Source: an optimization exercise on an open RTL-to-GDS flow (aim: a short achievable clock period and few clock cycles). Production flows keep margins and buffers that such runs may drop. Where RTL was checked, it was by simulation tests only, not by an equivalence proof against the original. For runs 2 to 6, only the layout was checked, not whether the RTL still works. Power is estimated from default activity; no workload was simulated.

File: design/flow/run.sh
#!/bin/bash
# synth_recipe.tcl (not shown) runs the flow's synth.tcl, then flattens the netlist and writes it again
# the make line also repeats each setting of config.mk as NAME=value (left out here)
make -C /OpenROAD-flow-scripts/flow DESIGN_CONFIG=/design/flow/config.mk WORK_HOME=/design/flow/orfs CLKGATE_MAP_FILE= SYNTH_SCRIPT=/design/flow/synth_recipe.tcl finish
File: design/flow/config.mk
export PLATFORM = sky130hd
export DESIGN_NAME = icache_top
export DESIGN_NICKNAME = icache_top
export VERILOG_FILES = /design/flow/design.v
export SDC_FILE = /design/flow/constraint.sdc
export NUM_CORES = 4
export LEC_CHECK = 0
export CAP_MARGIN = 20
export CORE_MARGIN = 2
export CORE_UTILIZATION = 45
export PLACE_DENSITY = 0.6
export SLEW_MARGIN = 20
File: design/flow/constraint.sdc
create_clock -name core_clock -period 6.0 [get_ports {clk_i}]
set_input_delay 1.2000 -clock core_clock [delete_from_list [all_inputs] [get_ports {clk_i}]]
set_output_delay 1.2000 -clock core_clock [all_outputs]
set_load 0.01 [all_outputs]
File: design/flow/design.v
package icache_pkg;
  localparam int unsigned ICACHE_OFF_W = $clog2(4);
  localparam int unsigned ICACHE_IDX_W = $clog2(16);
  localparam int unsigned ICACHE_TAG_W = 32 - ICACHE_IDX_W - ICACHE_OFF_W - 2;
  typedef union packed {
    logic [32-1:0] raw;
    struct packed {
      logic [ICACHE_TAG_W-1:0] tag;
      logic [ICACHE_IDX_W-1:0] index;
      logic [ICACHE_OFF_W-1:0] offset;
      logic [1:0]              byte_off;
    } fields;
  } icache_addr_u;
  typedef enum logic [1:0] {
    LOOKUP,
    RESPOND,
    REFILL,
    ALLOCATE
  } icache_state_e;
endpackage
`timescale 1ns/1ps
module icache_top (
  input  logic                      clk_i,
  input  logic                      rst_ni,
  input  logic                      flush_i,
  input  logic                      if_req_i,
  input  logic [32-1:0] if_addr_i,
  output logic                      if_ack_o,
  output logic [31:0]               if_data_o,
  output logic                      m_arvalid_o,
  output logic [32-1:0] m_araddr_o,
  input  logic                      m_arready_i,
  input  logic                      m_rvalid_i,
  input  logic [31:0]               m_rdata_i,
  output logic                      m_rready_o
);
  logic [29:0] addr;
  assign addr = if_addr_i[31:2];
  logic [31:0] mem_q [64];
  logic [23:0] tag_q [16];
  logic [15:0] lval_q;    
  logic [63:0] wval_q;    
  logic [29:0] p_q;       
  logic [29:0] n_q;       
  logic [31:0] d_q;       
  logic        ok_q;      
  logic        mode_q;    
  logic [29:0] last_q;    
  logic [29:0] lb_q;      
  logic [29:0] le_q;      
  logic        lv_q;      
  logic [5:0]  fq_iw_q   [8];
  logic [7:0]  fq_live_q;
  logic [2:0]  hd_q;
  logic [3:0]  cnt_q;
  logic        arv_q;
  logic [27:0] ar_line_q;
  logic [1:0]  ar_w_q;
  logic [2:0]  eng_cnt_q;   
  logic        eng_live_q;
  logic        lineok_p, lineok_n;
  assign lineok_p = lval_q[p_q[5:2]] && (tag_q[p_q[5:2]] == p_q[29:6]);
  assign lineok_n = lval_q[n_q[5:2]] && (tag_q[n_q[5:2]] == n_q[29:6]);
  logic [5:0]  head_iw;
  logic        head_live;
  logic        beat, beat_live;
  assign head_iw   = fq_iw_q[hd_q];
  assign head_live = fq_live_q[hd_q];
  assign m_rready_o = (cnt_q != 4'd0);
  assign beat      = m_rvalid_i && m_rready_o;
  assign beat_live = beat && head_live;
  logic        fwd_p, fwd_n;
  assign fwd_p = beat_live && (head_iw == p_q[5:0]) && lineok_p;
  assign fwd_n = beat_live && (head_iw == n_q[5:0]);
  logic [31:0] d_n;
  logic        ok_n;
  assign d_n  = fwd_n ? m_rdata_i : mem_q[n_q[5:0]];
  assign ok_n = lineok_n && (wval_q[n_q[5:0]] || fwd_n);
  logic [29:0] pred_n;
  assign pred_n = (lv_q && (n_q == le_q)) ? lb_q : n_q + 30'd1;
  logic match, ack, miss_new;
  assign match    = (addr == p_q);
  assign ack      = if_req_i && match && !mode_q && (ok_q || fwd_p);
  assign miss_new = if_req_i && !match;
  assign if_ack_o  = ack;
  assign if_data_o = ok_q ? d_q : m_rdata_i;
  logic start, arfire;
  assign start  = if_req_i && match && !lineok_p && (eng_cnt_q == 3'd0) && (cnt_q != 4'd8);
  assign m_arvalid_o = arv_q || start;
  assign m_araddr_o  = arv_q ? {ar_line_q, ar_w_q, 2'b00} : {p_q, 2'b00};
  assign arfire = m_arvalid_o && m_arready_i;
  logic [3:0] cnt_n;
  assign cnt_n = cnt_q + {3'd0, arfire} - {3'd0, beat};
  logic [2:0] eng_cnt_n;
  always_comb begin
    eng_cnt_n = eng_cnt_q;
    if (start) eng_cnt_n = 3'd4;
    if (arfire) eng_cnt_n = eng_cnt_n - 3'd1;
  end
  always_ff @(posedge clk_i or negedge rst_ni) begin
    if (!rst_ni) begin
      arv_q      <= 1'b0;
      ar_line_q  <= '0;
      ar_w_q     <= '0;
      eng_cnt_q  <= '0;
      eng_live_q <= 1'b0;
    end else begin
      eng_cnt_q <= eng_cnt_n;
      arv_q     <= (eng_cnt_n != 3'd0) && (cnt_n != 4'd8);
      if (start) begin
        ar_line_q  <= p_q[29:2];
        ar_w_q     <= arfire ? p_q[1:0] + 2'd1 : p_q[1:0];
        eng_live_q <= 1'b1;
      end else if (arfire) begin
        ar_w_q <= ar_w_q + 2'd1;
      end
      if (flush_i) eng_live_q <= 1'b0;
    end
  end
  always_ff @(posedge clk_i or negedge rst_ni) begin
    if (!rst_ni) begin
      hd_q      <= '0;
      cnt_q     <= '0;
      fq_live_q <= '0;
    end else begin
      cnt_q <= cnt_n;
      if (beat) hd_q <= hd_q + 3'd1;
      for (int i = 0; i < 8; i++) begin
        if (flush_i || (start && fq_iw_q[i][5:2] == p_q[5:2])) fq_live_q[i] <= 1'b0;
      end
      if (arfire) begin
        fq_live_q[hd_q + cnt_q[2:0]] <= (start || eng_live_q) && !flush_i;
      end
    end
  end
  always_ff @(posedge clk_i) begin
    if (arfire) fq_iw_q[hd_q + cnt_q[2:0]] <= m_araddr_o[7:2];
  end
  always_ff @(posedge clk_i or negedge rst_ni) begin
    if (!rst_ni) begin
      lval_q <= '0;
      wval_q <= '0;
    end else begin
      if (beat_live && !flush_i && !(start && head_iw[5:2] == p_q[5:2])) begin
        wval_q[head_iw] <= 1'b1;
      end
      if (start) begin
        lval_q[p_q[5:2]]        <= 1'b1;
        wval_q[p_q[5:2]*4 +: 4] <= 4'b0000;
      end
      if (flush_i) lval_q <= '0;
    end
  end
  always_ff @(posedge clk_i) begin
    if (start) tag_q[p_q[5:2]] <= p_q[29:6];
    if (beat_live) mem_q[head_iw] <= m_rdata_i;
  end
  always_ff @(posedge clk_i or negedge rst_ni) begin
    if (!rst_ni) begin
      p_q    <= '0;
      n_q    <= '0;
      ok_q   <= 1'b0;
      mode_q <= 1'b0;
      last_q <= '0;
      lb_q   <= '0;
      le_q   <= '0;
      lv_q   <= 1'b0;
    end else begin
      if (ack) begin
        p_q    <= n_q;
        n_q    <= pred_n;
        ok_q   <= ok_n;
        last_q <= p_q;
      end else if (miss_new) begin
        p_q    <= addr;
        n_q    <= addr;
        ok_q   <= 1'b0;
        mode_q <= 1'b1;
        if (addr == lb_q) begin
          le_q <= last_q;
          lv_q <= 1'b1;
        end else begin
          lb_q <= addr;
          lv_q <= 1'b0;
        end
      end else if (mode_q) begin
        n_q    <= pred_n;
        ok_q   <= ok_n;
        mode_q <= 1'b0;
      end else if (fwd_p) begin
        ok_q <= 1'b1;
      end
      if (flush_i) ok_q <= 1'b0;
    end
  end
  always_ff @(posedge clk_i) begin
    if (ack || (mode_q && !miss_new)) begin
      d_q <= d_n;
    end else if (fwd_p) begin
      d_q <= m_rdata_i;
    end
  end
endmodule
==> run notes, run 1 <==
run status complete, no violations; Max Buffers Root-to-Sink 4; Core Footprint 256000 µm²; CP endpoint kind output port; vias post-DR 58866; final-layout fill cell count 20016; Max transition margin 23.5%; most used flip-flop cell after synthesis sky130_fd_sc_hd__edfxtp_1; clock power share 39.6%; die span in x 511 µm; data arrival time of the critical path between 4 and 5 ns; data required time at the worst endpoint 4.80 ns; Critical Path, Cell by Cell buf_8, mux4_2, mux2i_1, xor2_1, a31oi_1, nand2b_1, nor4_4, buf_4, a21o_1, nand2b_1, clkdlybuf4s50_1; share of Yosys cell area claimed by the top area cell type 65.2%; number of global-route vias before repair 60224; Post-synth EDFFs between 2000 and 3000; worst voltage drop across the vdd grid 0.329 mV; TritonCTS clock tree built; CTS clk-pin slew, worst paths 0.06 ns; switch share between 20% and 30%; total power of the final layout 45.5 mW; DRT iter0 DRCs about 6300; number of antenna violations at the first check in global routing 15; Top cell by count, worst path sky130_fd_sc_hd__nand2b_1; Die Area between 200000 and 300000 µm²; antenna-violating nets left 0; wire length of the first global-routing pass approximately 440000 µm; total standard cell area after synthesis about 120000 µm²; flip-flop and latch count after synthesis 2795; Post-Route Skew between 0.08 and 0.09 ns; fraction of the cycle the final worst path needs 96.6%; max cap viols 0; async set-reset flop share out of synthesis 10.1%; average wire per standard cell about 31 µm; Cell variety after synth 86; setup repair after global routing missed its margin no; classification of the worst-slack hold path in2async; type of the worst setup path reg2out; slew of the pin with the lowest slew margin 1.14 ns; Layout Area Growth over Synthesis 14.8%; Core Rows 186; commonest cells in the synthesized netlist sky130_fd_sc_hd__edfxtp_1, sky130_fd_sc_hd__mux4_2, sky130_fd_sc_hd__dfrtp_1; maximum achievable frequency 0.172 GHz; overall track demand over capacity in global routing 23.0%; number of search-and-repair iterations in the first detailed-routing pass 6; Layout Cells excl Fill 9637; count of yosys warnings during synthesis 1; sequential fraction of the synthesis area a little under three quarters; leading post-synthesis cells by cell area sky130_fd_sc_hd__edfxtp_1, sky130_fd_sc_hd__mux4_2, sky130_fd_sc_hd__dfrtp_1; library cell with the largest summed area after synthesis sky130_fd_sc_hd__edfxtp_1; final period demand of the worst path 5.80 ns; cell total after placement 9076; Final HPWL DP ~180000 µm; sum of overflow across all layers after global routing 0; Setup crit start kind flop; Initial Utilization between 40% and 50%; number of input and output port buffers inserted 132; Pwr per Cell Area around 340 nW/µm²; leakage power 43.3 nW; setup violation total in the final timing report 0; cell with the largest stage delay on the worst path sky130_fd_sc_hd__dfrtp_4; library cell used as clock root buffer sky130_fd_sc_hd__clkbuf_16; Final Routed Wirelength about 300000 µm; GP Congestion 0.886; number of top-level design ports 137; number of clock sinks 2795; quantity of hold-fixing buffers added after cts 0; CTS HTree Levels 5; Final TNS setup 0 ns; proportion of power drawn by flip-flops and latches 47.7%; die extent in y 511 µm; mean number of vias per cell 6.11; detailed-route DRC error count 0; top-count cell post-synth sky130_fd_sc_hd__edfxtp_1; per-instance average area after synthesis 20.5 µm²; number of hold-slack violations in the final timing report 0; Cell Int Power 34.3 mW; net switching power figure 11.3 mW; count of pins over their slew limit 0; fraction of layout instances using a drive strength above 1 31.8%; largest net degree at the start of global routing 115; largest driver fanout on the critical path 25; count of mapped cells out of synthesis 5632; TritonCTS Buffers 313; Comb power frac 12.7%; stage delay of the slowest cell on the critical path 0.62 ns; net count reported at finish between 6000 and 7000; later-pin clock latency in the skew report 0.95 ns
[final cells by class]
class	count	area, µm²	area share, %
Inverter	41	160	0.121
Timing Repair Buffer	444	4280	3.22
Antenna cell	6	15.0	0.0113
Tap cell	3384	4230	3.19
Multi-Input combinational cell	2424	32100	24.2
Sequential cell	2795	82600	62.2
Clock buffer	395	8280	6.23
Clock inverter	148	1200	0.906
[timing repair]
action,in CTS,in global routing
cloned,0,1
endpoints found under the setup margin,2,1
pin swaps,0,1
gates resized for setup,21,8
endpoints found under the hold margin,0,0
setup buffers,9,2
[cell families (layout without fill, tap and decap cells)]
family	Yosys count	count (layout)	synth area share [%]
AO/OA/AOI/OAI	389	389	2.32
flip-flops	2795	2795	71.3
AND/OR/NAND/NOR	567	567	2.44
XOR/XNOR	212	212	1.60
other	1	8	0.00324
buffers and inverters	414	1028	1.57
adder cells (fa/ha/maj)	22	22	0.251
multiplexers	1232	1232	20.5
[power by group through the flow]
stage / Clock (mW) / Combinational [mW] / Sequential [mW]
after floorplan: 0 / 3.75 / 21.9
after global placement: 0 / 5.62 / 22.1
after detailed placement: 0 / 5.67 / 22.1
after CTS: 18.4 / 5.74 / 21.7
after global routing: 19.1 / 6.12 / 21.7
final: 18.0 / 5.77 / 21.7
[metal layers]
layer / GRT usage (%) / share of wire [%] / vias up / routed length, µm
met4: 6.43 / 2.9 / 2 / 8860
met3: 3.77 / 6.5 / 502 / 19600
met5: 0 / 0.0066 / - / 20
met1: 31.7 / 41 / 31826 / 125000
li1: - / - / 24289 / -
met2: 38.0 / 49 / 2247 / 149000
[path summary, 6_finish.rpt]
check	startpoint	to	slack, ns	cells after the start
max in group asynchronous	rst_ni	wval_q[4]$_DFF_PN0_	4.34	2
min reg2reg	last_q[29]$_DFFE_PN0P_	le_q[29]$_DFFE_PN0P_	0.45	1
min	rst_ni	ar_line_q[13]$_DFFE_PN0N_	0.31	1
max reg2reg	p_q[2]$_DFFE_PN0P_	arv_q$_DFF_PN0_	1.21	19
max	p_q[2]$_DFFE_PN0P_	m_arvalid_o	0.20	11
min in group core_clock	last_q[29]$_DFFE_PN0P_	le_q[29]$_DFFE_PN0P_	0.45	1
[flip-flops by register name (all words and copies together), names as in the netlist, 2 cells and up]
register   count
n_q           30
fq_live_q      8
p_q           30
mem_q       2048
tag_q        384
fq_iw_q       48
lval_q        16
ar_line_q     28
cnt_q          4
last_q        30
lb_q          30
eng_cnt_q      3
hd_q           3
le_q          30
ar_w_q         2
d_q           32
wval_q        64
[worst max-delay path: cells and delay by family, from the launching register on]
family,cells,cell delay (ns)
buffers and inverters,3,1.02
AND/OR/NAND/NOR,3,0.62
AO/OA/AOI/OAI,2,0.48
multiplexers,2,0.72
XOR/XNOR,1,0.17
flip-flops,1,0.62
[metrics by stage]
stage / hold slack, ns / util, % / setup WS [ns] / cell area [µm²]
floorplan: 0.457 / - / 1.08 / 116000
global placement: 0.470 / 48.0 / 0.279 / 123000
detailed placement: 0.488 / 48.0 / 0.291 / 123000
CTS: 0.333 / 51.8 / 0.0740 / 133000
global route: 0.350 / 51.8 / 0.00554 / 133000
finish: 0.313 / 51.8 / 0.201 / 133000
[layout by cell type (no fill, tap or decap), drive strengths merged, types with 37 or more instances in the layout]
master and n:
xnor2 118, edfxtp 2512, buf 344, xor2 94, a221o 38, dfrtp 283, nand2 98, o21ai 58
inv 44, nor3 37, a21oi 81, clkbuf 396, clkdlybuf4s50 98, mux2i 119, clkinv 119, mux2 225
nand3 50, nor2 184, a31oi 90, and3 54, mux4 888
Testbench counts, summed over its fixed seeds: cycles 29,311.
==> run 2: changes to the inputs <==
--- a/design/flow/design.v
+++ b/design/flow/design.v
@@ -46,3 +46,4 @@
   logic        ok_q;      
-  logic        mode_q;    
+  logic        lok_q;     
+  logic        need_q;    
   logic [29:0] last_q;    
@@ -51,6 +52,6 @@
   logic        lv_q;      
-  logic [5:0]  fq_iw_q   [8];
+  logic [5:0]  fq_iw_q   [8];   
   logic [7:0]  fq_live_q;
-  logic [2:0]  hd_q;
   logic [3:0]  cnt_q;
+  logic        rdy_q;          
   logic        arv_q;
@@ -60,4 +61,3 @@
   logic        eng_live_q;
-  logic        lineok_p, lineok_n;
-  assign lineok_p = lval_q[p_q[5:2]] && (tag_q[p_q[5:2]] == p_q[29:6]);
+  logic        lineok_n;
   assign lineok_n = lval_q[n_q[5:2]] && (tag_q[n_q[5:2]] == n_q[29:6]);
@@ -66,5 +66,5 @@
   logic        beat, beat_live;
-  assign head_iw   = fq_iw_q[hd_q];
-  assign head_live = fq_live_q[hd_q];
-  assign m_rready_o = (cnt_q != 4'd0);
+  assign head_iw   = fq_iw_q[0];
+  assign head_live = fq_live_q[0];
+  assign m_rready_o = rdy_q;
   assign beat      = m_rvalid_i && m_rready_o;
@@ -72,3 +72,3 @@
   logic        fwd_p, fwd_n;
-  assign fwd_p = beat_live && (head_iw == p_q[5:0]) && lineok_p;
+  assign fwd_p = beat_live && (head_iw == p_q[5:0]) && lok_q;
   assign fwd_n = beat_live && (head_iw == n_q[5:0]);
@@ -78,2 +78,15 @@
   assign ok_n = lineok_n && (wval_q[n_q[5:0]] || fwd_n);
+  logic        lineok_a, fwd_a, ok_a;
+  logic [31:0] d_a;
+  assign lineok_a = lval_q[addr[5:2]] && (tag_q[addr[5:2]] == addr[29:6]);
+  assign fwd_a    = beat_live && (head_iw == addr[5:0]);
+  assign d_a      = fwd_a ? m_rdata_i : mem_q[addr[5:0]];
+  assign ok_a     = lineok_a && (wval_q[addr[5:0]] || fwd_a);
+  logic        lok_nx;
+  always_comb begin
+    if (flush_i)       lok_nx = 1'b0;
+    else if (ack)      lok_nx = lineok_n;
+    else if (miss_new) lok_nx = lineok_a;
+    else               lok_nx = lok_q || start;
+  end
   logic [29:0] pred_n;
@@ -82,3 +95,3 @@
   assign match    = (addr == p_q);
-  assign ack      = if_req_i && match && !mode_q && (ok_q || fwd_p);
+  assign ack      = if_req_i && match && (ok_q || fwd_p);
   assign miss_new = if_req_i && !match;
@@ -87,3 +100,3 @@
   logic start, arfire;
-  assign start  = if_req_i && match && !lineok_p && (eng_cnt_q == 3'd0) && (cnt_q != 4'd8);
+  assign start  = if_req_i && match && need_q;
   assign m_arvalid_o = arv_q || start;
@@ -93,2 +106,10 @@
   assign cnt_n = cnt_q + {3'd0, arfire} - {3'd0, beat};
+  logic [2:0] push_at;
+  assign push_at = cnt_q[2:0] - {2'd0, beat};
+  logic [5:0] fq_iw_nx [8];
+  always_comb begin
+    for (int i = 0; i < 8; i++) begin
+      fq_iw_nx[i] = (beat && i < 7) ? fq_iw_q[(i + 1) % 8] : fq_iw_q[i];
+    end
+  end
   logic [2:0] eng_cnt_n;
@@ -121,4 +142,4 @@
     if (!rst_ni) begin
-      hd_q      <= '0;
       cnt_q     <= '0;
+      rdy_q     <= 1'b0;
       fq_live_q <= '0;
@@ -126,8 +147,9 @@
       cnt_q <= cnt_n;
-      if (beat) hd_q <= hd_q + 3'd1;
+      rdy_q <= (cnt_n != 4'd0);
       for (int i = 0; i < 8; i++) begin
-        if (flush_i || (start && fq_iw_q[i][5:2] == p_q[5:2])) fq_live_q[i] <= 1'b0;
-      end
-      if (arfire) begin
-        fq_live_q[hd_q + cnt_q[2:0]] <= (start || eng_live_q) && !flush_i;
+        logic live;
+        live = (i < 7) ? (beat ? fq_live_q[(i + 1) % 8] : fq_live_q[i]) : (!beat && fq_live_q[7]);
+        if (flush_i || (start && fq_iw_nx[i][5:2] == p_q[5:2])) live = 1'b0;
+        if (arfire && (3'(i) == push_at)) live = (start || eng_live_q) && !flush_i;
+        fq_live_q[i] <= live;
       end
@@ -136,3 +158,6 @@
   always_ff @(posedge clk_i) begin
-    if (arfire) fq_iw_q[hd_q + cnt_q[2:0]] <= m_araddr_o[7:2];
+    for (int i = 0; i < 8; i++) begin
+      if (arfire && (3'(i) == push_at)) fq_iw_q[i] <= m_araddr_o[7:2];
+      else if (beat && i < 7) fq_iw_q[i] <= fq_iw_q[(i + 1) % 8];
+    end
   end
@@ -162,3 +187,4 @@
       ok_q   <= 1'b0;
-      mode_q <= 1'b0;
+      lok_q  <= 1'b0;
+      need_q <= 1'b0;
       last_q <= '0;
@@ -172,2 +198,3 @@
         ok_q   <= ok_n;
+        lok_q  <= lineok_n;
         last_q <= p_q;
@@ -175,5 +202,5 @@
         p_q    <= addr;
-        n_q    <= addr;
-        ok_q   <= 1'b0;
-        mode_q <= 1'b1;
+        n_q    <= addr + 30'd1;
+        ok_q   <= ok_a;
+        lok_q  <= lineok_a;
         if (addr == lb_q) begin
@@ -185,10 +212,11 @@
         end
-      end else if (mode_q) begin
-        n_q    <= pred_n;
-        ok_q   <= ok_n;
-        mode_q <= 1'b0;
-      end else if (fwd_p) begin
-        ok_q <= 1'b1;
-      end
-      if (flush_i) ok_q <= 1'b0;
+      end else begin
+        if (fwd_p) ok_q <= 1'b1;
+        if (start) lok_q <= 1'b1;
+      end
+      if (flush_i) begin
+        ok_q  <= 1'b0;
+        lok_q <= 1'b0;
+      end
+      need_q <= !lok_nx && (eng_cnt_n == 3'd0) && (cnt_n != 4'd8);
     end
@@ -196,4 +224,6 @@
   always_ff @(posedge clk_i) begin
-    if (ack || (mode_q && !miss_new)) begin
+    if (ack) begin
       d_q <= d_n;
+    end else if (miss_new) begin
+      d_q <= d_a;
     end else if (fwd_p) begin
--- a/design/flow/config.mk
+++ b/design/flow/config.mk
@@ -7,2 +7,3 @@
 export LEC_CHECK = 0
+export ABC_CLOCK_PERIOD_IN_PS = 3500
 export CAP_MARGIN = 20
@@ -11,2 +12,3 @@
 export PLACE_DENSITY = 0.6
+export SETUP_SLACK_MARGIN = 2.5
 export SLEW_MARGIN = 20
==> run notes, run 2 <==
post-synthesis mux area share 29.0% (+8.5 points); Pwr per Cell Area 305 nW/µm² (-11%); maximum achievable frequency 0.234 GHz (+36%); vias post-DR 76890 (+31%); CP endpoint kind output port; Max Buffers Root-to-Sink 4 (unchanged); area used by sequential logic in the layout 82300 µm² (-0.35%); Post-Route Skew 0.0722 ns (-0.0131 ns); max cap viols 0 (unchanged); Setup crit start kind input pin; TritonCTS Buffers 312 (-0.32%); classification of the worst-slack hold path in2async; final-layout fill cell count 23210 (+16%); run status complete, no violations; net count reported at finish 7365 (+21%); later-pin clock latency in the skew report 0.94 ns (about the same); Comb power frac 13.2% (+0.5 points); data required time at the worst endpoint 4.80 ns (about the same); worst voltage drop across the vdd grid 0.227 mV (-31%); number of input and output port buffers inserted 132 (unchanged); clock power share 40.2% (+0.6 points); number of hold-slack violations in the final timing report 0 (unchanged); count of pins over their slew limit 0 (unchanged); top-count cell post-synth sky130_fd_sc_hd__edfxtp_1; commonest cells in the synthesized netlist sky130_fd_sc_hd__edfxtp_1, sky130_fd_sc_hd__mux4_2, sky130_fd_sc_hd__clkbuf_1; Final Routed Wirelength 436000 µm (+44%); Final TNS setup 0 ns (unchanged); die extent in y 547 µm (+6.9%); CTS clk-pin slew, worst paths 0.06 ns (about the same); CTS HTree Levels 5 (unchanged); number of search-and-repair iterations in the first detailed-routing pass 6 (unchanged); detailed-route DRC error count 0 (unchanged); cell total after placement 10733 (+18%); total standard cell area after synthesis 132000 µm² (+14%); async set-reset flop share out of synthesis 10.1% (-0.032 points); die span in x 547 µm (+6.9%); type of the worst setup path in2out; overall track demand over capacity in global routing 28.9% (+5.9 points); number of clock sinks 2794 (-0.036%); top library cells by usage in the layout, fill and taps aside sky130_fd_sc_hd__edfxtp_1, sky130_fd_sc_hd__mux4_2, sky130_fd_sc_hd__clkbuf_16; slew of the pin with the lowest slew margin 1.22 ns (+0.0808 ns); leakage power 50.5 nW (+17%); proportion of power drawn by flip-flops and latches 46.6% (-1.1 points); startpoint of the most critical register-to-register path p_q[1]$_DFFE_PN0P_; mean number of vias per cell 6.71 (+9.9%); library cell used as clock root buffer sky130_fd_sc_hd__clkbuf_16; Cell variety after synth 77 (-10%); antenna-violating nets left 0 (unchanged); Simple-Gate Fraction of Synth Area 3.06% (+0.62 points); Layout Area Growth over Synthesis 15.6%; Critical Path Start if_addr_i[17]; data arrival time of the critical path 3.07 ns (-1.53 ns); net switching power figure 11.7 mW (+4.3%); multi-input gate area in the final layout 49200 µm² (+53%); switch share 25.2% (+0.45 points); Core Footprint 293000 µm² (+14%); largest net degree at the start of global routing 123 (+7.0%); share of Yosys cell area claimed by the top area cell type 56.3% (-8.9 points); setup repair after global routing missed its margin yes; library cell with the largest summed area after synthesis sky130_fd_sc_hd__edfxtp_1; fin worst setup slack 1.73 ns (+1.53 ns); Die Area 299000 µm² (+14%); average wire per standard cell 38.1 µm (+21%); Initial Utilization 45.2% (about the same); Core Rows 199 (+7.0%); number of global-route vias before repair 77599 (+29%); count of yosys warnings during synthesis 3 (+2); fraction of the cycle the final worst path needs 71.2% (-25 points); sequential fraction of the synthesis area 62.1% (-9.3 points); sum of overflow across all layers after global routing 0 (unchanged); number of antenna violations at the first check in global routing 15 (unchanged); GP Congestion 0.920 (+3.8%); fraction of layout instances using a drive strength above 1 39.0% (+7.2 points); most used flip-flop cell after synthesis sky130_fd_sc_hd__edfxtp_1; setup violation total in the final timing report 0 (unchanged); wire length of the first global-routing pass 607000 µm (+39%); leading post-synthesis cells by cell area sky130_fd_sc_hd__edfxtp_1, sky130_fd_sc_hd__mux4_2, sky130_fd_sc_hd__dfrtp_1; Cell Int Power 34.9 mW (+1.8%); largest driver fanout on the critical path 3 (-88%); Final HPWL DP 241000 µm (+35%); number of top-level design ports 137 (unchanged); final cell utilization of the core 52.2% (+0.36 points); flip-flop and latch count after synthesis 2794 (-0.036%); TritonCTS clock tree built; Max transition margin 18.7% (-4.8 points); final period demand of the worst path 4.27 ns (-1.53 ns); DRT iter0 DRCs 10560 (+68%); XOR/XNOR share of the synthesized area 1.60% (-0.0047 points); total power of the final layout 46.6 mW (+2.4%); count of mapped cells out of synthesis 6922 (+23%); Layout Cells excl Fill 11452 (+19%); most flop-heavy register mem_q; largest family of logic cells by synthesized area multiplexers; Post-Place Worst Slack 0.415 ns (+0.125 ns); most common library cell in the layout ignoring fill and taps sky130_fd_sc_hd__edfxtp_1; per-instance average area after synthesis 19.1 µm² (-6.9%); Compound-Gate Fraction of Synth Area 2.21% (-0.11 points); Post-synth EDFFs 2484 (-1.1%); flip-flop count of the largest register, all copies and words added 2048 (unchanged); arithmetic-cell share of the synthesized area counting full adders, half adders and majority gates 0.185% (-0.066 points)
-- run 2: cell count changes in the layout (fill, tap and decap cells not counted), moves of 55 or more --
cell	change
sky130_fd_sc_hd__nand2_1	+194
sky130_fd_sc_hd__mux4_2	+643
sky130_fd_sc_hd__clkdlybuf4s50_1	-93
sky130_fd_sc_hd__buf_6	+113
sky130_fd_sc_hd__nor2_1	+124
sky130_fd_sc_hd__mux2i_1	+55
-- run 2: cells by family (layout without fill, tap and decap cells) --
logic type | after synthesis | in the layout
flops | 2794 | 2794
buf+inv | 612 | 1217
fa+ha+maj | 19 | 19
other cells | 1 | 7
compound gates | 445 | 445
mux | 1902 | 1902
simple gates | 907 | 907
xor+xnor | 242 | 242
-- run 2: path summary, 6_finish.rpt --
kind | end | slack, ns | cells past startpoint
min in group core_clock | last_q[15]$_DFFE_PN0P_ | 0.47 | 2
worst min register to register | last_q[15]$_DFFE_PN0P_ | 0.47 | 2
worst max-delay path | m_arvalid_o | 1.73 | 8
worst max register to register | rdy_q$_DFF_PN0_ | 2.00 | 18
worst min-delay path | ar_line_q[23]$_DFFE_PN0N_ | 0.26 | 1
max in group asynchronous | wval_q[36]$_DFF_PN0_ | 4.51 | 2
-- run 2: repair_timing --
action,4_1_cts,5_1_grt
setup endpoints to repair,1095,659
pin swaps,33,21
resized for setup,502,177
setup buffers,113,25
cloned,7,3
hold buffers,0,0
-- run 2: critical path, cell delays in order --
cell	delay [ns]
sky130_fd_sc_hd__dlygate4sd2_1	0.38
sky130_fd_sc_hd__xnor2_2	0.17
sky130_fd_sc_hd__nand4_1	0.15
sky130_fd_sc_hd__nor4_4	0.42
sky130_fd_sc_hd__buf_4	0.20
sky130_fd_sc_hd__and4_4	0.30
sky130_fd_sc_hd__or2_4	0.15
sky130_fd_sc_hd__buf_6	0.09
-- run 2: area by class of cell --
class	instances	share of cell area [%]
clock buffer	411	5.51
antenna	5	0.00817
tap	3919	3.20
sequential	2794	53.7
timing repair buffer	598	4.34
inverter	53	0.154
multi-input combinational	3517	32.1
clock inverter	155	0.917
-- run 2: power groups by stage --
stage,Sequential [mW],Combinational (mW),Clock (mW)
2_1_floorplan,21.9,3.87,0
3_3_place_gp,22.2,5.60,0
3_5_place_dp,22.2,5.64,0
4_1_cts,21.7,6.00,19.0
5_1_grt,21.7,6.44,19.7
6_report,21.7,6.15,18.8
-- run 2: per-layer routing --
metal	vias to the layer above	global-route usage, %	wire length [µm]
li1	29931	-	-
met1	41788	40.1	167000
met2	4396	45.7	208000
met3	771	6.03	44200
met4	4	9.93	16700
met5	-	0	34
-- run 2: metrics by stage --
stage / hold slack, ns / cell area, µm²
CTS: 0.242 / 152000
finish: 0.265 / 153000
global placement: 0.455 / 140000
global route: 0.283 / 153000
detailed placement: 0.460 / 140000
floorplan: 0.440 / 133000
==> run 3: changes to the inputs <==
==> design/flow/flow/run.sh (new file) <==
#!/bin/bash
# Standard ORFS layout, with the delay cells kept out of the port buffers and
# timing repair (plain buffers are faster for the I/O paths).
set -euo pipefail
export DONT_USE_CELLS="sky130_fd_sc_hd__clkdlybuf4s15_1 sky130_fd_sc_hd__clkdlybuf4s15_2 sky130_fd_sc_hd__clkdlybuf4s18_1 sky130_fd_sc_hd__clkdlybuf4s18_2 sky130_fd_sc_hd__clkdlybuf4s25_1 sky130_fd_sc_hd__clkdlybuf4s25_2 sky130_fd_sc_hd__clkdlybuf4s50_1 sky130_fd_sc_hd__clkdlybuf4s50_2 sky130_fd_sc_hd__dlygate4sd1_1 sky130_fd_sc_hd__dlygate4sd2_1 sky130_fd_sc_hd__dlygate4sd3_1 sky130_fd_sc_hd__dlymetal6s2s_1 sky130_fd_sc_hd__dlymetal6s4s_1 sky130_fd_sc_hd__dlymetal6s6s_1"
export BUFFER_PORTS_ARGS="-buffer_cell sky130_fd_sc_hd__buf_4"
bash standard.sh > standard.log 2>&1
==> design/flow/standard.sh (new file) <==
#!/bin/bash
# synth_recipe.tcl (not shown) runs the flow's synth.tcl, then flattens the netlist and writes it again
# the make line also repeats each setting of config.mk as NAME=value (left out here)
make -C /OpenROAD-flow-scripts/flow DESIGN_CONFIG=/design/flow/config.mk WORK_HOME=/design/flow/orfs CLKGATE_MAP_FILE= SYNTH_SCRIPT=/design/flow/synth_recipe.tcl "${@:-finish}"
removed: design/flow/run.sh
==> run notes, run 3 <==
Layout Area Growth over Synthesis 15.8%; flip-flop count of the largest register, all copies and words added 2048 (unchanged); fraction of the cycle the final worst path needs 68.2% (-3.0 points); share of Yosys cell area claimed by the top area cell type 56.3% (unchanged); largest net degree at the start of global routing 117 (-4.9%); leakage power 50.7 nW (+0.32%); net count reported at finish 7351 (-0.19%); TritonCTS Buffers 313 (+0.32%); Max Buffers Root-to-Sink 4 (unchanged); Final HPWL DP 250000 µm (+3.7%); number of top-level design ports 137 (unchanged); Critical Path Start p_q[2]$_DFFE_PN0P_; count of pins over their slew limit 0 (unchanged); flip-flop and latch count after synthesis 2794 (unchanged); count of yosys warnings during synthesis 3 (unchanged); antenna-violating nets left 0 (unchanged); die span in x 547 µm (unchanged); stage delay of the slowest cell on the critical path 0.54 ns (+0.12 ns); Core Footprint 293000 µm² (unchanged); setup slack of the most critical reg-to-reg path 2.27 ns (+0.27 ns); most used flip-flop cell after synthesis sky130_fd_sc_hd__edfxtp_1; overall track demand over capacity in global routing 29.1% (+0.19 points); sum of overflow across all layers after global routing 0 (unchanged); library cell used as clock root buffer sky130_fd_sc_hd__clkbuf_16; Post-synth EDFFs 2484 (unchanged); number of antenna violations at the first check in global routing 17 (+2); Max transition margin 20.2% (+1.5 points); type of the worst setup path reg2out; slew of the pin with the lowest slew margin 1.19 ns (-0.0334 ns); number of search-and-repair iterations in the first detailed-routing pass 9 (+3); run status complete, no violations; CTS clk-pin slew, worst paths 0.06 ns (about the same); TritonCTS clock tree built; sequential fraction of the synthesis area 62.1% (unchanged); total standard cell area after synthesis 132000 µm² (unchanged); number of hold-slack violations in the final timing report 0 (unchanged); CP endpoint kind output port; later-pin clock latency in the skew report 0.95 ns (about the same); setup violation total in the final timing report 0 (unchanged); fraction of layout instances using a drive strength above 1 39.0% (+0.063 points); max cap viols 0 (unchanged); startpoint of the most critical register-to-register path n_q[2]$_DFFE_PN0P_; top library cells by usage in the layout, fill and taps aside sky130_fd_sc_hd__edfxtp_1, sky130_fd_sc_hd__mux4_2, sky130_fd_sc_hd__buf_4; Post-Route Skew 0.0657 ns (-0.00654 ns); Cell variety after synth 77 (unchanged); setup repair after global routing missed its margin yes; average wire per standard cell 38.5 µm (+1.1%); Core Rows 199 (unchanged); Initial Utilization 45.2% (unchanged); Setup crit start kind flop; largest driver fanout on the critical path 3 (unchanged); per-instance average area after synthesis 19.1 µm² (unchanged); detailed-route DRC error count 0 (unchanged); top-count cell post-synth sky130_fd_sc_hd__edfxtp_1; number of global-route vias before repair 77657 (+0.075%); CTS HTree Levels 5 (unchanged); die extent in y 547 µm (unchanged); data required time at the worst endpoint 4.80 ns (about the same); commonest cells in the synthesized netlist sky130_fd_sc_hd__edfxtp_1, sky130_fd_sc_hd__mux4_2, sky130_fd_sc_hd__clkbuf_1; wire length of the first global-routing pass 611000 µm (+0.68%); mean number of vias per cell 6.79 (+1.1%); async set-reset flop share out of synthesis 10.1% (unchanged); worst voltage drop across the vdd grid 0.270 mV (+19%); Pwr per Cell Area 306 nW/µm² (+0.46%); final cell utilization of the core 52.3% (+0.13 points); Final Routed Wirelength 440000 µm (+0.94%); cell family contributing the most delay on the critical path simple AND/OR/NAND/NOR gates; leading post-synthesis cells by cell area sky130_fd_sc_hd__edfxtp_1, sky130_fd_sc_hd__mux4_2, sky130_fd_sc_hd__dfrtp_1; library cell with the largest summed area after synthesis sky130_fd_sc_hd__edfxtp_1; most common library cell in the layout ignoring fill and taps sky130_fd_sc_hd__edfxtp_1; GP Congestion 0.921 (+0.13%); final-layout fill cell count 23118 (-0.40%); classification of the worst-slack hold path in2async; DRT iter0 DRCs 10504 (-0.53%); data arrival time of the critical path 2.89 ns (-0.18 ns); quantity of hold-fixing buffers added after cts 0 (unchanged); number of input and output port buffers inserted 132 (unchanged); vias post-DR 77629 (+0.96%); Critical Path, Cell by Cell xnor2_2, nand4_1, nor4_2, buf_4, and4_4, buf_12, or2_4, buf_6; Final TNS setup 0 ns (unchanged); worst path buffer plus inverter count 3 (unchanged); cell depth of the worst flop-to-flop path 12 (-6); most flop-heavy register mem_q; count of mapped cells out of synthesis 6922 (unchanged); maximum achievable frequency 0.244 GHz (+4.3%); cell with the largest stage delay on the worst path sky130_fd_sc_hd__dfrtp_4; reg2reg end need_q$_DFF_PN0_; Die Area 299000 µm² (unchanged); number of clock sinks 2794 (unchanged); final period demand of the worst path 4.09 ns (-0.178 ns)
[run 3: cell counts after synthesis]
No cell type changed its count.
[run 3: power by group]
| group | switching (mW) | leakage, nW | internal [mW] |
|---|---|---|---|
| Sequential | 0.287 | 26.3 | 21.4 |
| Combinational | 3.51 | 19.6 | 2.81 |
| Clock | 7.98 | 4.82 | 10.9 |
[run 3: final cells by class]
type | count | area, µm² | share of cell area (%)
multi-input combinational | 3517 | 49100 | 32.0
sequential | 2794 | 82300 | 53.6
clock inverter | 169 | 1680 | 1.09
inverter | 53 | 239 | 0.156
clock buffer | 387 | 8230 | 5.36
antenna | 10 | 25.0 | 0.0163
tap | 3919 | 4900 | 3.20
timing repair buffer | 583 | 6980 | 4.55
[run 3: what timing repair did]
item	in CTS	in global routing
gates cloned	19	11
endpoints found under the setup margin	1014	428
gates resized for setup	195	115
buffers inserted	84	63
pin swaps	21	27
[run 3: per-stage QoR]
stage                     total power [mW]  hold slack, ns  cell area (µm²)  worst slack (ns)  instances
after floorplan                       25.8           0.440           133000              1.95       6923
after global placement                27.8           0.454           140000             0.958      10689
after detailed placement              27.8           0.459           140000             0.949      10689
after CTS                             46.9           0.361           152000              1.85      11348
after global routing                  48.3           0.407           153000              1.86      11429
final                                 47.0           0.309           153000              1.91      11432
[run 3: worst max-delay path by stage]
stage | to | depth (start not counted) | slack, ns
finish | m_arvalid_o | 8 | 1.91
global route | m_arvalid_o | 9 | 1.86
CTS | m_arvalid_o | 9 | 1.85
detailed placement | need_q$_DFF_PN0_ | 13 | 0.95
global placement | need_q$_DFF_PN0_ | 13 | 0.96
floorplan | rdy_q$_DFF_PN0_ | 17 | 1.95
[run 3: logic make-up after synthesis]
kind of cell,count (synthesis),share of synthesized area (%)
fa+ha+maj,19,0.185
simple gates,907,3.06
buf+inv,612,1.89
compound gates,445,2.21
xor+xnor,242,1.60
mux,1902,29.0
other cells,1,0.00283
flops,2794,62.1
[run 3: routing by layer]
metal  GRT usage [%]  wire length (µm)
met2            46.8            212000
met4            11.7             20700
met5               0                34
met1            39.6            166000
met3            5.25             41700
[run 3: worst register-to-register path: cells and delay by family (launching register included)]
family / cells / cell delay [ns]
buf+inv: 3 / 0.55
mux: 1 / 0.30
simple gates: 4 / 1.30
compound gates: 4 / 1.01
flops: 1 / 0.44
==> run 4: changes to the inputs <==
==> design/flow/config.mk (replaced) <==
export PLATFORM = sky130hd
export DESIGN_NAME = icache_top
export DESIGN_NICKNAME = icache_top
export VERILOG_FILES = /design/flow/design.v
export SDC_FILE = /design/flow/constraint.sdc
export NUM_CORES = 4
export LEC_CHECK = 0
export ABC_CLOCK_PERIOD_IN_PS = 1500
export CAP_MARGIN = 20
export CORE_MARGIN = 2
export CORE_UTILIZATION = 55
export PLACE_DENSITY = 0.65
export SETUP_SLACK_MARGIN = 2.8
export SLEW_MARGIN = 20
export TNS_END_PERCENT = 20
==> run notes, run 4 <==
run status complete, no violations; largest driver fanout on the critical path 8 (+5); most used flip-flop cell after synthesis sky130_fd_sc_hd__edfxtp_1; net count reported at finish 7356 (+0.068%); Max Buffers Root-to-Sink 4 (unchanged); maximum achievable frequency 0.238 GHz (-2.5%); number of clock sinks 2794 (unchanged); largest net degree at the start of global routing 131 (+12%); dpl cell area 139000 µm² (-0.90%); number of global-route vias before repair 76766 (-1.1%); data required time at the worst endpoint 4.80 ns (about the same); Setup crit start kind input pin; Final HPWL DP 236000 µm (-5.5%); number of hold-slack violations in the final timing report 0 (unchanged); wire length of the first global-routing pass 589000 µm (-3.7%); Pwr per Cell Area 303 nW/µm² (-0.90%); CTS HTree Levels 5 (unchanged); later-pin clock latency in the skew report 0.99 ns (+0.04 ns); quantity of hold-fixing buffers added after cts 0 (unchanged); commonest cells in the synthesized netlist sky130_fd_sc_hd__edfxtp_1, sky130_fd_sc_hd__mux4_2, sky130_fd_sc_hd__clkbuf_1; number of input and output port buffers inserted 132 (unchanged); final period demand of the worst path 4.20 ns (+0.106 ns); antenna-violating nets left 0 (unchanged); Final TNS setup 0 ns (unchanged); count of pins over their slew limit 0 (unchanged); sequential fraction of the synthesis area 62.1% (unchanged); type of the worst setup path in2out; setup violation total in the final timing report 0 (unchanged); CP endpoint kind output port; count of yosys warnings during synthesis 3 (unchanged); Initial Utilization 55.2% (+10 points); flip-flop count of the largest register, all copies and words added 2048 (unchanged); CTS clk-pin slew, worst paths 0.06 ns (about the same); Final Routed Wirelength 435000 µm (-1.1%); number of search-and-repair iterations in the first detailed-routing pass 6 (-3); slew of the pin with the lowest slew margin 1.22 ns (+0.0367 ns); TritonCTS Buffers 312 (-0.32%); Layout Area Growth over Synthesis 15.1%; flip-flop and latch count after synthesis 2794 (unchanged); average wire per standard cell 40.8 µm (+6.0%); setup repair after global routing missed its margin yes; sum of overflow across all layers after global routing 0 (unchanged); leading post-synthesis cells by cell area sky130_fd_sc_hd__edfxtp_1, sky130_fd_sc_hd__mux4_2, sky130_fd_sc_hd__dfrtp_1; classification of the worst-slack hold path in2async; total standard cell area after synthesis 132000 µm² (unchanged); number of antenna violations at the first check in global routing 19 (+2); library cell used as clock root buffer sky130_fd_sc_hd__clkbuf_16; async set-reset flop share out of synthesis 10.1% (unchanged); count of mapped cells out of synthesis 6922 (unchanged); Layout Cells excl Fill 10667 (-6.7%); fraction of layout instances using a drive strength above 1 39.2% (+0.19 points); Cell variety after synth 77 (unchanged); fraction of the cycle the final worst path needs 70.0% (+1.8 points); number of top-level design ports 137 (unchanged); leakage power 50.7 nW (about the same); per-instance average area after synthesis 19.1 µm² (unchanged); GP Congestion 0.937 (+1.7%); cell total after placement 9919 (-7.2%); DRT iter0 DRCs 12167 (+16%); Post-synth EDFFs 2484 (unchanged); share of Yosys cell area claimed by the top area cell type 56.3% (unchanged); Core Footprint 240000 µm² (-18%); worst voltage drop across the vdd grid 0.254 mV (-5.9%); TritonCTS clock tree built; Post-Route Skew 0.0532 ns (-0.0125 ns); overall track demand over capacity in global routing 34.6% (+5.5 points); detailed-route DRC error count 0 (unchanged); Die Area 245000 µm² (-18%); top library cells by usage in the layout, fill and taps aside sky130_fd_sc_hd__edfxtp_1, sky130_fd_sc_hd__mux4_2, sky130_fd_sc_hd__clkbuf_16; max cap viols 0 (unchanged); most common library cell in the layout ignoring fill and taps sky130_fd_sc_hd__edfxtp_1; Core Rows 180 (-9.5%); die extent in y 495 µm (-9.5%); die span in x 495 µm (-9.5%); library cell with the largest summed area after synthesis sky130_fd_sc_hd__edfxtp_1; final-layout fill cell count 16341 (-29%); top-count cell post-synth sky130_fd_sc_hd__edfxtp_1; Design Area, Final 152000 µm² (-0.63%); vias post-DR 78355 (+0.94%); Max transition margin 18.5% (-1.7 points); mean number of vias per cell 7.35 (+8.2%); most flop-heavy register mem_q; data arrival time of the critical path 3.00 ns (+0.11 ns)
run 4: cell counts after synthesis:
Identical to the previous run, type by type.
run 4: kinds of logic (layout without fill, tap and decap cells):
| logic type | Yosys count | in the layout | synth area share, % |
|---|---|---|---|
| flops | 2794 | 2794 | 62.1 |
| compound gates | 445 | 445 | 2.21 |
| fa+ha+maj | 19 | 19 | 0.185 |
| buf+inv | 612 | 1165 | 1.89 |
| other cells | 1 | 8 | 0.00283 |
| xor+xnor | 242 | 242 | 1.60 |
| simple gates | 907 | 907 | 3.06 |
| mux | 1902 | 1902 | 29.0 |
run 4: per-stage QoR:
stage               hold WS (ns)  utilization (%)  power [mW]  worst slack, ns
global route               0.404             63.5        47.4             1.78
detailed placement         0.459             57.7        27.7            0.630
CTS                        0.335             62.4        45.9             1.86
finish                     0.345             63.5        46.2             1.80
floorplan                  0.440                -        25.8             1.95
global placement           0.452             57.7        27.6            0.703
run 4: worst paths after layout:
path | from | end | slack, ns | cells after the start
worst max-delay path | if_addr_i[16] | m_arvalid_o | 1.80 | 8
worst min-delay path | rst_ni | lb_q[23]$_DFFE_PN0P_ | 0.34 | 1
worst max register to register | p_q[14]$_DFFE_PN0P_ | rdy_q$_DFF_PN0_ | 2.11 | 16
worst min register to register | last_q[7]$_DFFE_PN0P_ | last_q[7]$_DFFE_PN0P_ | 0.47 | 2
max in group asynchronous | rst_ni | ok_q$_DFFE_PN0P_ | 4.54 | 2
min in group core_clock | last_q[7]$_DFFE_PN0P_ | last_q[7]$_DFFE_PN0P_ | 0.47 | 2
run 4: layout make-up:
cell class                 count  area, µm²  share of cell area [%]
timing repair buffer         589       7390                    4.85
tap                         3185       3990                    2.61
antenna                        6       15.0                 0.00985
inverter                      53        223                   0.146
multi-input combinational   3517      49200                    32.3
sequential                  2794      82300                    54.0
clock inverter               126       1070                   0.702
clock buffer                 397       8300                    5.44
run 4: power by group:
group	internal (mW)	total (mW)	switching, mW
combinational	2.86	6.43	3.58
sequential	21.4	21.7	0.272
clock	10.5	18.1	7.63
run 4: per-layer routing:
metal	GRT usage [%]	routed length (µm)	vias up
met5	0	71	-
met4	13.4	18600	12
met3	7.63	51700	936
met2	53.3	207000	5414
met1	49.0	158000	42125
li1	-	-	29868
run 4: critical path, stage by stage:
cell,delay (ns)
sky130_fd_sc_hd__buf_4,0.23
sky130_fd_sc_hd__xnor2_2,0.16
sky130_fd_sc_hd__nand4_1,0.36
sky130_fd_sc_hd__nor4_4,0.38
sky130_fd_sc_hd__and4_4,0.31
sky130_fd_sc_hd__buf_12,0.13
sky130_fd_sc_hd__or2_4,0.11
sky130_fd_sc_hd__buf_6,0.09
run 4: repair_timing:
action | 4_1_cts | 5_1_grt
gates resized for setup | 182 | 193
endpoints found under the setup margin | 1793 | 1948
cloned | 12 | 43
buffers inserted | 77 | 87
pin swaps | 15 | 28
==> run 5: changes to the inputs <==
--- a/design/flow/design.v
+++ b/design/flow/design.v
@@ -62,3 +62,7 @@
   logic        lineok_n;
-  assign lineok_n = lval_q[n_q[5:2]] && (tag_q[n_q[5:2]] == n_q[29:6]);
+  logic [15:0] eq_n;
+  always_comb begin
+    for (int i = 0; i < 16; i++) eq_n[i] = lval_q[i] && (tag_q[i] == n_q[29:6]);
+  end
+  assign lineok_n = eq_n[n_q[5:2]];
   logic [5:0]  head_iw;
@@ -104,4 +108,6 @@
   assign arfire = m_arvalid_o && m_arready_i;
-  logic [3:0] cnt_n;
-  assign cnt_n = cnt_q + {3'd0, arfire} - {3'd0, beat};
+  logic [3:0] cnt_nn, cnt_nf, cnt_n;
+  assign cnt_nn = cnt_q - {3'd0, beat};
+  assign cnt_nf = cnt_q + 4'd1 - {3'd0, beat};
+  assign cnt_n  = arfire ? cnt_nf : cnt_nn;
   logic [2:0] push_at;
@@ -120,2 +126,10 @@
   end
+  logic       fire_ns;    
+  logic [2:0] eng_ns;
+  logic       arv_ns, arv_n, engz_ns;
+  assign fire_ns = arv_q && m_arready_i;
+  assign eng_ns  = fire_ns ? eng_cnt_q - 3'd1 : eng_cnt_q;
+  assign engz_ns = (eng_ns == 3'd0);
+  assign arv_ns  = !engz_ns;
+  assign arv_n   = start || arv_ns;
   always_ff @(posedge clk_i or negedge rst_ni) begin
@@ -129,3 +143,3 @@
       eng_cnt_q <= eng_cnt_n;
-      arv_q     <= (eng_cnt_n != 3'd0) && (cnt_n != 4'd8);
+      arv_q     <= arv_n;
       if (start) begin
@@ -147,3 +161,3 @@
       cnt_q <= cnt_n;
-      rdy_q <= (cnt_n != 4'd0);
+      rdy_q <= arfire || (cnt_nn != 4'd0);
       for (int i = 0; i < 8; i++) begin
@@ -220,3 +234,3 @@
       end
-      need_q <= !lok_nx && (eng_cnt_n == 3'd0) && (cnt_n != 4'd8);
+      need_q <= !start && !lok_nx && engz_ns;
     end
==> design/flow/config.mk (replaced) <==
export PLATFORM = sky130hd
export DESIGN_NAME = icache_top
export DESIGN_NICKNAME = icache_top
export VERILOG_FILES = /design/flow/design.v
export SDC_FILE = /design/flow/constraint.sdc
export NUM_CORES = 4
export LEC_CHECK = 0
export ABC_CLOCK_PERIOD_IN_PS = 3500
export CAP_MARGIN = 20
export CORE_MARGIN = 2
export CORE_UTILIZATION = 45
export PLACE_DENSITY = 0.6
export SETUP_SLACK_MARGIN = 2.5
export SLEW_MARGIN = 20
==> run notes, run 5 <==
largest driver fanout on the critical path 9 (+1); cell total after placement 10931 (+10%); Setup crit start kind input pin; setup repair after global routing missed its margin yes; top library cells by usage in the layout, fill and taps aside sky130_fd_sc_hd__edfxtp_1, sky130_fd_sc_hd__mux4_2, sky130_fd_sc_hd__xnor2_1; library cell used as clock root buffer sky130_fd_sc_hd__clkbuf_16; count of yosys warnings during synthesis 3 (unchanged); net count reported at finish 7474 (+1.6%); wire length of the first global-routing pass 642000 µm (+9.1%); Initial Utilization 45.2% (-10 points); sum of overflow across all layers after global routing 0 (unchanged); fin worst setup slack 2.00 ns (+0.196 ns); Layout Area Growth over Synthesis 13.9%; slew of the pin with the lowest slew margin 1.21 ns (-0.0112 ns); Final TNS setup 0 ns (unchanged); largest net degree at the start of global routing 127 (-3.1%); average wire per standard cell 40.6 µm (-0.51%); run status complete, no violations; count of mapped cells out of synthesis 7117 (+2.8%); per-instance average area after synthesis 18.8 µm² (-1.7%); max cap viols 0 (unchanged); sequential fraction of the synthesis area 61.4% (-0.63 points); number of global-route vias before repair 78794 (+2.6%); die extent in y 549 µm (+11%); CTS clk-pin slew, worst paths 0.06 ns (about the same); number of search-and-repair iterations in the first detailed-routing pass 5 (-1); post-synthesis mux area share 26.8% (-2.2 points); Core Footprint 296000 µm² (+23%); vias post-DR 79489 (+1.4%); CTS HTree Levels 5 (unchanged); fraction of the cycle the final worst path needs 66.7% (-3.3 points); later-pin clock latency in the skew report 0.90 ns (-0.09 ns); antenna-violating nets left 0 (unchanged); arithmetic-cell share of the synthesized area counting full adders, half adders and majority gates 0.168% (-0.017 points); final-layout worst hold slack 0.300 ns (-0.0449 ns); flip-flop count of the largest register, all copies and words added 2048 (unchanged); Pwr per Cell Area 303 nW/µm² (about the same); most common library cell in the layout ignoring fill and taps sky130_fd_sc_hd__edfxtp_1; quantity of hold-fixing buffers added after cts 0 (unchanged); data required time at the worst endpoint 4.80 ns (about the same); commonest cells in the synthesized netlist sky130_fd_sc_hd__edfxtp_1, sky130_fd_sc_hd__mux4_2, sky130_fd_sc_hd__xnor2_1; worst voltage drop across the vdd grid 0.250 mV (-1.5%); number of clock sinks 2794 (unchanged); overall track demand over capacity in global routing 30.9% (-3.7 points); Layout Cells excl Fill 11574 (+8.5%); maximum achievable frequency 0.250 GHz (+4.9%); Design Area, Final 153000 µm² (about the same); Post-Place Worst Slack 1.15 ns (+0.525 ns); library cell with the largest summed area after synthesis sky130_fd_sc_hd__edfxtp_1; final period demand of the worst path 4.00 ns (-0.196 ns); TritonCTS Buffers 308 (-1.3%); amount of wire on met3 after detailed routing 48700 µm (-5.8%); Post-Route Skew 0.0934 ns (+0.0402 ns); number of hold-slack violations in the final timing report 0 (unchanged); Post-synth EDFFs 2484 (unchanged); Max transition margin 19.3% (+0.75 points); async set-reset flop share out of synthesis 10.1% (unchanged); detailed-route DRC error count 0 (unchanged); Die Area 302000 µm² (+23%); Max Buffers Root-to-Sink 4 (unchanged); Final Routed Wirelength 470000 µm (+7.9%); top-count cell post-synth sky130_fd_sc_hd__edfxtp_1; TritonCTS clock tree built; setup violation total in the final timing report 0 (unchanged); Final HPWL DP 269000 µm (+14%); dpl cell area 141000 µm² (+1.9%); most used flip-flop cell after synthesis sky130_fd_sc_hd__edfxtp_1; flip-flop and latch count after synthesis 2794 (unchanged); leakage power 49.5 nW (-2.4%); data arrival time of the critical path 2.80 ns (-0.20 ns); type of the worst setup path in2out; Simple-Gate Fraction of Synth Area 3.27% (+0.21 points); number of antenna violations at the first check in global routing 29 (+10); DRT iter0 DRCs 11894 (-2.2%); classification of the worst-slack hold path in2async; leading post-synthesis cells by cell area sky130_fd_sc_hd__edfxtp_1, sky130_fd_sc_hd__mux4_2, sky130_fd_sc_hd__dfrtp_1; GP Congestion 0.956 (+2.1%); routed length on met1 175000 µm (+11%); largest family of logic cells by synthesized area multiplexers; die span in x 549 µm (+11%); Core Rows 200 (+11%); number of input and output port buffers inserted 132 (unchanged); Cell variety after synth 81 (+5.2%); total met2 wirelength after detailed routing 220000 µm (+6.5%); XOR/XNOR share of the synthesized area 4.02% (+2.4 points); Top Layer Used met5; count of pins over their slew limit 0 (unchanged); mean number of vias per cell 6.87 (-6.5%); Compound-Gate Fraction of Synth Area 2.20% (-0.010 points); CP endpoint kind output port; fraction of layout instances using a drive strength above 1 35.8% (-3.5 points); total standard cell area after synthesis 134000 µm² (+1.0%); number of top-level design ports 137 (unchanged); share of Yosys cell area claimed by the top area cell type 55.7% (-0.57 points); most flop-heavy register mem_q
[run 5: cell count changes in the layout (fill, tap and decap cells not counted), sizes merged, moves of 41 or more]
| cell | previous run | this run |
|---|---|---|
| nand2 | 301 | 255 |
| xnor2 | 152 | 403 |
| nand4 | 45 | 103 |
| mux4 | 1531 | 1441 |
| nor2 | 313 | 217 |
| xor2 | 90 | 212 |
| mux2i | 189 | 148 |
[run 5: final cells by class]
class / instances / area (µm²)
Inverter: 44 / 173
Fill cell: 23663 / 144000
Clock inverter: 157 / 1270
Clock buffer: 389 / 8140
Sequential cell: 2794 / 82300
Antenna cell: 13 / 32.5
Multi-Input combinational cell: 3719 / 49900
Tap cell: 3939 / 4930
Timing Repair Buffer: 519 / 5850
[run 5: report_power, final]
part,internal [mW],leakage [nW],switching [mW],total (mW)
clock network,10.3,4.62,7.88,18.2
registers,21.4,26.3,0.326,21.8
logic,2.64,18.5,3.59,6.24
[run 5: critical path, cell delays in order]
cell and delay [ns]:
sky130_fd_sc_hd__buf_6 0.20, sky130_fd_sc_hd__xnor2_2 0.14, sky130_fd_sc_hd__nand4_1 0.20, sky130_fd_sc_hd__nor4_4 0.37, sky130_fd_sc_hd__buf_4 0.20, sky130_fd_sc_hd__nand4_1 0.24
sky130_fd_sc_hd__nand2b_4 0.15, sky130_fd_sc_hd__buf_6 0.10
[run 5: cell families (layout without fill, tap and decap cells)]
family	Yosys count	count (layout)
AOI/OAI and AO/OA	418	418
xor gates and xnor gates	615	615
adders and majority gates	18	18
buffers and inverters	605	1109
DFF	2794	2794
muxes	1766	1766
other	1	15
and+or+nand+nor	900	900
[run 5: stage by stage]
step | util [%] | power [mW]
floorplan | - | 25.9
global placement | 47.6 | 28.0
detailed placement | 47.6 | 28.1
CTS | 51.3 | 46.3
global route | 51.5 | 47.4
finish | 51.5 | 46.2
[run 5: per-layer routing]
metal | track usage [%] | up-vias
li1 | - | 30208
met1 | 42.0 | 43081
met2 | 48.1 | 5125
met3 | 6.02 | 1061
met4 | 14.8 | 14
met5 | 0 | -
[run 5: final timing paths]
kind                                              to  cells after the start                 startpoint  slack [ns]
setup / recovery                         m_arvalid_o                      8              if_addr_i[26]        2.00
hold / removal             ar_line_q[24]$_DFFE_PN0N_                      1                     rst_ni        0.30
setup reg to reg                   lok_q$_DFFE_PN0P_                      9         n_q[6]$_DFFE_PN0P_        2.30
hold reg to reg            ar_line_q[23]$_DFFE_PN0N_                      2  ar_line_q[23]$_DFFE_PN0N_        0.47
max in group asynchronous         p_q[2]$_DFFE_PN0P_                      2                     rst_ni        4.50
min in group core_clock    ar_line_q[23]$_DFFE_PN0N_                      2  ar_line_q[23]$_DFFE_PN0N_        0.47
[run 5: what timing repair did]
item | 4_1_cts | 5_1_grt
pin swaps | 8 | 8
endpoints found under the setup margin | 714 | 155
cloned | 15 | 7
gates resized for setup | 127 | 44
buffers inserted | 32 | 29
==> run 6: changes to the inputs <==
--- a/design/flow/flow/run.sh
+++ b/design/flow/flow/run.sh
@@ -2,3 +2,4 @@
 # Standard ORFS layout, with the delay cells kept out of the port buffers and
-# timing repair (plain buffers are faster for the I/O paths).
+# timing repair (plain buffers are faster for the I/O paths), and the fetch
+# request pins placed together.
 set -euo pipefail
@@ -6,2 +7,3 @@
 export BUFFER_PORTS_ARGS="-buffer_cell sky130_fd_sc_hd__buf_4"
+export PRE_IO_PLACEMENT_TCL="$PWD/flow/pins.tcl"
 bash standard.sh > standard.log 2>&1
==> design/flow/flow/pins.tcl (new file) <==
# The fetch request, its address and the signals that depend on it in the
# same cycle sit together on one edge, so the address compare stays short.
set_io_pin_constraint -pin_names {if_req_i if_addr_i[*] if_ack_o m_arvalid_o m_rvalid_i m_arready_i} -region left:150-400
==> run notes, run 6 <==
cell with the largest stage delay on the worst path sky130_fd_sc_hd__nor4_4; Layout Area Growth over Synthesis 14.1%; Top cell by count, worst path sky130_fd_sc_hd__nand4_1; Max Buffers Root-to-Sink 4 (unchanged); Cell variety after synth 81 (unchanged); number of input and output port buffers inserted 132 (unchanged); worst path buffer plus inverter count 3 (unchanged); fraction of the cycle the final worst path needs 67.9% (+1.2 points); maximum achievable frequency 0.245 GHz (-1.8%); most flop-heavy register mem_q; data arrival time of the critical path 2.88 ns (+0.08 ns); Post-Route Skew 0.0687 ns (-0.0248 ns); net count reported at finish 7453 (-0.28%); slew of the pin with the lowest slew margin 1.19 ns (-0.0220 ns); average wire per standard cell 40.4 µm (-0.56%); quantity of hold-fixing buffers added after cts 0 (unchanged); library cell with the largest summed area after synthesis sky130_fd_sc_hd__edfxtp_1; per-instance average area after synthesis 18.8 µm² (unchanged); sequential fraction of the synthesis area 61.4% (unchanged); flip-flop count of the largest register, all copies and words added 2048 (unchanged); DRT iter0 DRCs 11716 (-1.5%); largest net degree at the start of global routing 124 (-2.4%); number of clock sinks 2794 (unchanged); Critical Path, Cell by Cell buf_16, xnor2_1, nand4_1, nor4_4, nand4_1, buf_12, nand2b_4, buf_6; commonest cells in the synthesized netlist sky130_fd_sc_hd__edfxtp_1, sky130_fd_sc_hd__mux4_2, sky130_fd_sc_hd__xnor2_1; overall track demand over capacity in global routing 30.7% (-0.16 points); data required time at the worst endpoint 4.80 ns (about the same); die span in x 549 µm (unchanged); Final HPWL DP 268000 µm (about the same); most common library cell in the layout ignoring fill and taps sky130_fd_sc_hd__edfxtp_1; cell family contributing the most delay on the critical path simple AND/OR/NAND/NOR gates; top library cells by usage in the layout, fill and taps aside sky130_fd_sc_hd__edfxtp_1, sky130_fd_sc_hd__mux4_2, sky130_fd_sc_hd__xnor2_1; die extent in y 549 µm (unchanged); detailed-route DRC error count 0 (unchanged); Design Area, Final 153000 µm² (+0.14%); Initial Utilization 45.2% (unchanged); library cell used as clock root buffer sky130_fd_sc_hd__clkbuf_16; flip-flop and latch count after synthesis 2794 (unchanged); run status complete, no violations; Core Rows 200 (unchanged); antenna-violating nets left 0 (unchanged); worst voltage drop across the vdd grid 0.217 mV (-13%); final period demand of the worst path 4.08 ns (+0.0729 ns); cell count along the critical path 8 (unchanged); leakage power 49.4 nW (-0.11%); Final Routed Wirelength 467000 µm (-0.70%); classification of the worst-slack hold path in2async; TritonCTS clock tree built; dpl cell area 141000 µm² (about the same); CTS HTree Levels 5 (unchanged); type of the worst setup path in2out; sum of overflow across all layers after global routing 0 (unchanged); fraction of layout instances using a drive strength above 1 35.6% (-0.17 points); top-count cell post-synth sky130_fd_sc_hd__edfxtp_1; count of mapped cells out of synthesis 7117 (unchanged); largest driver fanout on the critical path 12 (+3); total standard cell area after synthesis 134000 µm² (unchanged); setup slack of the most critical reg-to-reg path 2.26 ns (-0.04 ns); most used flip-flop cell after synthesis sky130_fd_sc_hd__edfxtp_1; number of hold-slack violations in the final timing report 0 (unchanged); Final TNS setup 0 ns (unchanged); Setup crit start kind input pin; CP endpoint kind output port; number of global-route vias before repair 78942 (+0.19%); number of search-and-repair iterations in the first detailed-routing pass 5 (unchanged); cell depth of the worst flop-to-flop path 8 (-1); vias post-DR 79396 (-0.12%); max cap viols 0 (unchanged); TritonCTS Buffers 307 (-0.32%); count of pins over their slew limit 0 (unchanged); Max transition margin 20.7% (+1.5 points); total power of the final layout 46.5 mW (+0.56%); later-pin clock latency in the skew report 0.94 ns (+0.04 ns); Core Footprint 296000 µm² (unchanged); number of top-level design ports 137 (unchanged); Pwr per Cell Area 304 nW/µm² (+0.42%); setup repair after global routing missed its margin yes; setup violation total in the final timing report 0 (unchanged); wire length of the first global-routing pass 641000 µm (-0.22%); GP Congestion 0.973 (+1.7%); number of antenna violations at the first check in global routing 42 (+45%); mean number of vias per cell 6.87 (about the same); Post-synth EDFFs 2484 (unchanged); Die Area 302000 µm² (unchanged); count of yosys warnings during synthesis 3 (unchanged); stage delay of the slowest cell on the critical path 0.33 ns (-0.04 ns); CTS clk-pin slew, worst paths 0.06 ns (about the same); share of Yosys cell area claimed by the top area cell type 55.7% (unchanged); async set-reset flop share out of synthesis 10.1% (unchanged); leading post-synthesis cells by cell area sky130_fd_sc_hd__edfxtp_1, sky130_fd_sc_hd__mux4_2, sky130_fd_sc_hd__dfrtp_1
run 6: cells by family after synthesis:
kind of cell | share of synthesized area, %
AO/OA/AOI/OAI | 2.20
XOR/XNOR | 4.02
adder cells (fa/ha/maj) | 0.168
buffers and inverters | 2.07
flip-flops | 61.4
multiplexers | 26.8
other | 0.00280
AND/OR/NAND/NOR | 3.27
run 6: what timing repair did:
action | CTS | global route
setup buffers | 58 | 18
pin swaps | 19 | 23
cloned | 12 | 13
endpoints found under the setup margin | 701 | 472
gates resized for setup | 138 | 47
run 6: metrics by stage:
step / setup WS (ns) / util (%) / hold WS, ns / instances
after floorplan: 2.21 / - / 0.440 / 7118
after global placement: 1.10 / 47.6 / 0.457 / 10894
after detailed placement: 1.08 / 47.6 / 0.461 / 10894
after CTS: 1.95 / 51.4 / 0.425 / 11513
after global routing: 1.83 / 51.5 / 0.483 / 11547
final: 1.92 / 51.5 / 0.421 / 11557
run 6: layout make-up:
| class | count | area [µm²] |
|---|---|---|
| Clock inverter | 148 | 1310 |
| Sequential cell | 2794 | 82300 |
| Tap cell | 3939 | 4930 |
| Multi-Input combinational cell | 3734 | 50100 |
| Clock buffer | 401 | 8310 |
| Timing Repair Buffer | 484 | 5640 |
| Antenna cell | 13 | 32.5 |
| Inverter | 44 | 173 |
| Fill cell | 23718 | 144000 |
run 6: layer usage:
| metal | GRT usage [%] | share of wire (%) | routed length, µm |
|---|---|---|---|
| met1 | 41.9 | 38 | 176000 |
| met2 | 46.6 | 46 | 213000 |
| met3 | 9.08 | 12 | 55900 |
| met4 | 12.1 | 4.5 | 20900 |
| met5 | 0 | 0.076 | 356 |
run 6: where the power goes:
part           switching, mW  total, mW  internal, mW
Sequential             0.298       21.7          21.5
Clock                   7.94       18.6          10.6
Combinational           3.57       6.18          2.60
run 6: path summary, 6_finish.rpt:
check / from / end
worst max-delay path: if_addr_i[3] / m_arvalid_o
worst min-delay path: rst_ni / last_q[11]$_DFFE_PN0N_
worst min register to register: ar_line_q[11]$_DFFE_PN0N_ / ar_line_q[11]$_DFFE_PN0N_
max in group asynchronous: rst_ni / n_q[6]$_DFFE_PN0P_
worst max register to register: p_q[29]$_DFFE_PN0P_ / tag_q[11][8]$_DFFE_PP_
min in group core_clock: ar_line_q[11]$_DFFE_PN0N_ / ar_line_q[11]$_DFFE_PN0N_

[static timing again, ports no longer ideal]
The results above use ideal ports. As a check the final layouts listed here were re-extracted and re-timed, cells and wires unchanged.
Step 1 sets driving cells, clkbuf_16 on the clock port and buf_2 on the other inputs (assumed; they add their load-dependent delay and slew).
Step 2 also shifts input and output timing later by t, the mid clock arrival at the registers, as if the neighbouring blocks saw the same clock.
Slacks: ideal / step 1 / step 2; pairs: ideal / step 1.
run | shift t [ns] | setup slack, ns | worst register clock-pin slew, ns
run 1 | 1.000 | 0.201 / 0.105 / 0.222 | 0.07 / 0.07
run 2 | 1.014 | 1.730 / 1.533 / 0.861 | 0.06 / 0.06
run 3 | 1.020 | 1.908 / 1.742 / 1.246 | 0.07 / 0.07
run 4 | 1.045 | 1.802 / 1.628 / 0.981 | 0.07 / 0.07
run 5 | 0.966 | 1.998 / 1.847 / 1.262 | 0.07 / 0.07
run 6 | 1.019 | 1.925 / 1.496 / 0.980 | 0.07 / 0.07
After both steps every run listed still meets setup and hold. For run 6, which loses most, drivers alone change the setup slack by -0.429 ns; drivers and shift together by -0.945 ns.
